This design comes from an exercise in tuning for small area, a short achievable clock period and few clock cycles per item on the open sky130 flow, not from production work.

==> flow/design.v (excerpt) <==
module multdiv_fast (
	input  logic                  clk_i,
	input  logic                  rst_ni,
	input  logic                  mult_en_i,
	input  logic                  div_en_i,
	input  logic [1:0]            op_i,
	input  logic [1:0]            signed_mode_i,
	input  logic [32-1:0]   op_a_i,
	input  logic [32-1:0]   op_b_i,
	output logic [32-1:0]   result_o,
	output logic                  valid_o
);
	multdiv_pkg::md_req_t req_i;
	assign req_i.op          = multdiv_pkg::md_op_e'(op_i);
	assign req_i.signed_mode = signed_mode_i;
	assign req_i.op_a        = op_a_i;
	assign req_i.op_b        = op_b_i;
	logic [32-1:0] mult_result;
	logic [32-1:0] div_result;
	logic                mult_valid;
	logic                div_valid;
	logic [63:0]         shr_q;
	logic [50:0]         acc_d;
	logic                acc_we;
	logic [63:0]         div_step_d;
	logic [31:0]         div_init_d;
	logic                div_busy;
	logic                sel_mult;
	logic                sel_init;
	logic                sel_step;
	assign sel_mult = ~div_en_i;
	assign sel_init = div_en_i & ~div_busy;
	assign sel_step = div_en_i &  div_busy;
	always_ff @(posedge clk_i) begin
		if (div_en_i | acc_we) begin
			shr_q <= ({64{sel_mult}} & {13'd0, acc_d})
				| ({64{sel_init}} & {32'd0, div_init_d})
				| ({64{sel_step}} & div_step_d);
		end
	end
  ...
==> module md_add51, before the edit <==
module md_add51 (
	input  logic [50:0] a_i,
	input  logic [50:0] b_i,
	output logic [50:0] s_o
);
	localparam int W = 51;
	logic [W-1:0] kg [7];
	logic [W-1:0] kp [7];
	always_comb begin
		kg[0] = a_i & b_i;
		kp[0] = a_i ^ b_i;
		for (int l = 0; l < 6; l++) begin
			for (int i = 0; i < W; i++) begin
				if (i & (1 << l)) begin
					kg[l+1][i] = kg[l][i] | (kp[l][i] & kg[l][((i >> l) << l) - 1]);
					kp[l+1][i] = kp[l][i] & kp[l][((i >> l) << l) - 1];
				end else begin
					kg[l+1][i] = kg[l][i];
					kp[l+1][i] = kp[l][i];
				end
			end
		end
	end
	assign s_o = kp[0] ^ {kg[6][W-2:0], 1'b0};
endmodule
==> module div_serial, before the edit <==
module div_serial (
	input  logic                  clk_i,
	input  logic                  rst_ni,
	input  logic                  en_i,
	input  multdiv_pkg::md_req_t  req_i,
	input  logic [63:0]           shr_q,     
	output logic [63:0]           step_d,    
	output logic [31:0]           init_d,    
	output logic                  busy_o,
	output logic [32-1:0]   result_o,
	output logic                  valid_o
);
	localparam int STEPS = 4;
	localparam int DW    = 32 + STEPS - 1;
	logic                busy_q;
	logic [3:0]          cnt_q;
	logic [31:0]         rem_q;
	logic [DW-1:0]       den_q;
	logic [31:0]         quo_q;
	assign rem_q = shr_q[31:0];
	assign quo_q = shr_q[63:32];
	logic                sign_a;
	logic                sign_b;
	logic                is_div;
	logic [31:0]         abs_a;
	logic [31:0]         abs_b;
	logic [5:0]          len_a;
	logic [5:0]          len_b;
	logic [4:0]          diff;
	logic [5:0]          shamt;
	logic [3:0]          cnt_init;
	logic                div_by_zero;
	logic                a_shorter;
	logic [31:0]         rem_n;
	logic [31:0]         quo_n;
	logic [31:0]         rem_l;
	logic [31:0]         quo_l;
	logic [31:0]         res_mag;
	logic                res_neg;
	assign is_div      = (req_i.op == multdiv_pkg::MD_OP_DIV);
	assign sign_a      = req_i.signed_mode[0] & req_i.op_a[31];
	assign sign_b      = req_i.signed_mode[1] & req_i.op_b[31];
	assign abs_a       = sign_a ? -req_i.op_a : req_i.op_a;
	assign abs_b       = sign_b ? -req_i.op_b : req_i.op_b;
	assign div_by_zero = (req_i.op_b == '0);
	always_comb begin
		len_a = '0;
		len_b = '0;
		for (int i = 0; i < 32; i++) begin
			if (abs_a[i]) len_a = 6'(i + 1);
			if (abs_b[i]) len_b = 6'(i + 1);
		end
	end
	assign a_shorter = (len_a < len_b);
	assign diff      = 5'(len_a - len_b);
	assign cnt_init  = 4'((6'(diff) + 6'd1) >> 2);
	assign shamt     = {cnt_init, 2'b10};
	logic [31:0] rem_s [STEPS+1];
	logic [STEPS-1:0] ge_s;
	assign rem_s[0] = rem_q;
	for (genvar j = 0; j < STEPS; j++) begin : g_step
		div_step #(.DW(DW)) u_step (
			.rem_i (rem_s[j]),
			.den_i (den_q >> j),
			.rem_o (rem_s[j+1]),
			.ge_o  (ge_s[STEPS-1-j])
		);
	end
	assign rem_n = rem_s[STEPS];
	assign quo_n = {quo_q[31-STEPS:0], ge_s};
	assign rem_l = rem_s[3];
	assign quo_l = {quo_q[28:0], ge_s[STEPS-1:STEPS-3]};
	assign res_neg = is_div ? (sign_a ^ sign_b) : sign_a;
	assign res_mag = is_div ? quo_l : rem_l;
	always_comb begin
		if (!en_i) begin
			result_o = '0;
		end else if (busy_q) begin
			result_o = res_neg ? -res_mag : res_mag;
		end else if (div_by_zero) begin
			result_o = is_div ? '1 : req_i.op_a;
		end else begin
			result_o = is_div ? '0 : req_i.op_a;
		end
	end
	assign valid_o = en_i & (busy_q ? (cnt_q == '0) : (div_by_zero | a_shorter));
	always_ff @(posedge clk_i or negedge rst_ni) begin
		if (!rst_ni) begin
			busy_q <= 1'b0;
		end else if (en_i) begin
			if (busy_q) begin
				busy_q <= (cnt_q != '0);
			end else begin
				busy_q <= ~(div_by_zero | a_shorter);
			end
		end
	end
	always_ff @(posedge clk_i) begin
		if (en_i) begin
			if (busy_q) begin
				cnt_q <= cnt_q - 4'd1;
				den_q <= den_q >> STEPS;
			end else begin
				cnt_q <= cnt_init;
				den_q <= DW'(abs_b) << shamt;
			end
		end
	end
	assign busy_o = busy_q;
	assign step_d = {quo_n, rem_n};
	assign init_d = abs_a;
endmodule
clock: 12.0 ns
lec_check: 0
cap_margin: 20
core_margin: 5
core_utilization: 35
place_density: 0.55
slew_margin: 20
synth_hierarchical: 1
standard.sh (not shown) runs the stock make flow with config.mk's settings and CLKGATE_MAP_FILE= SYNTH_SCRIPT=/design/flow/synth_recipe.tcl, a recipe that flattens the netlist after the stock synthesis.
==> flow/flow/run.sh <==
#!/bin/bash
# The standard layout (standard.sh), with one change: the port buffers
# that buffer_ports inserts are buf_4 cells rather than its default pick, a
# slow delay buffer. Each tool's output goes to standard.log here.
set -euo pipefail
cd "$(dirname "$0")/.."
export BUFFER_PORTS_ARGS="-buffer_cell sky130_fd_sc_hd__buf_4"
bash standard.sh > standard.log 2>&1
The starting point finished but fails on setup timing.
Rerun with:
--- a/flow/design.v
+++ b/flow/design.v
@@ -1338,11 +1338,11 @@
 		kg[0] = a_i & b_i;
 		kp[0] = a_i ^ b_i;
 		for (int l = 0; l < 6; l++) begin
 			for (int i = 0; i < W; i++) begin
-				if (i & (1 << l)) begin
-					kg[l+1][i] = kg[l][i] | (kp[l][i] & kg[l][((i >> l) << l) - 1]);
-					kp[l+1][i] = kp[l][i] & kp[l][((i >> l) << l) - 1];
+				if (i >= (1 << l)) begin
+					kg[l+1][i] = kg[l][i] | (kp[l][i] & kg[l][i - (1 << l)]);
+					kp[l+1][i] = kp[l][i] & kp[l][i - (1 << l)];
 				end else begin
 					kg[l+1][i] = kg[l][i];
 					kp[l+1][i] = kp[l][i];
 				end
@@ -1406,10 +1406,10 @@
 		end
 	end
 	assign a_shorter = (len_a < len_b);
 	assign diff      = 5'(len_a - len_b);
-	assign cnt_init  = 4'((6'(diff) + 6'd1) >> 2);
-	assign shamt     = {cnt_init, 2'b10};
+	assign cnt_init  = 4'((6'(diff) + 6'd2) >> 2);
+	assign shamt     = {cnt_init, 2'b01};
 	logic [31:0] rem_s [STEPS+1];
 	logic [STEPS-1:0] ge_s;
 	assign rem_s[0] = rem_q;
 	for (genvar j = 0; j < STEPS; j++) begin : g_step
@@ -1421,10 +1421,10 @@
 		);
 	end
 	assign rem_n = rem_s[STEPS];
 	assign quo_n = {quo_q[31-STEPS:0], ge_s};
-	assign rem_l = rem_s[3];
-	assign quo_l = {quo_q[28:0], ge_s[STEPS-1:STEPS-3]};
+	assign rem_l = rem_s[2];
+	assign quo_l = {quo_q[29:0], ge_s[STEPS-1:STEPS-2]};
 	assign res_neg = is_div ? (sign_a ^ sign_b) : sign_a;
 	assign res_mag = is_div ? quo_l : rem_l;
 	always_comb begin
 		if (!en_i) begin
Effect:
- Now the flow went through all stages and came out clean
- global-route usage came out lower by 0.54 points
- setup slack gains 1.0 ns
- wire length stays flat
- utilization is lower by 3.1 points
- synthesized cell count grows by 2.8%
- maximum frequency is higher by 8.8%
- register-to-register slack gains 0.03 ns
- clock skew falls by 0.0036 ns
- sequential share of layout area increases by 0.43 points
- cell count falls by 1.8%
- count of clock-buffer cells in the layout stays the same
- synthesized area goes up by 2.2%
No run of this note included a check of the RTL's function; only the layout flow was run.

[what the ideal ports hide]
The results above use ideal ports. As a check the final layouts listed here were re-extracted and re-timed, cells and wires unchanged.
Step 1, drivers: a clkbuf_16 drives clk_i and a buf_2 each remaining input, both assumed.
Step 2, shift: input delay + t, output delay - t, t = (earliest + latest rising clock arrival at the registers) / 2. This alone moves slack from input paths to output paths.
Three values: ideal ports, drivers, drivers and shift; two values: the first two.
| run | shift t [ns] | setup WS [ns] | worst data-port slew with drivers (ns) |
|---|---|---|---|
| the first run | 0.445 | -0.816 / -0.873 / -0.428 | 0.16 |
| the second run | 0.436 | 0.217 / 0.153 / 0.153 | 0.14 |
The setup slack of the second run, which loses most, moves by -0.064 ns with the drivers and by -0.064 ns with both steps.
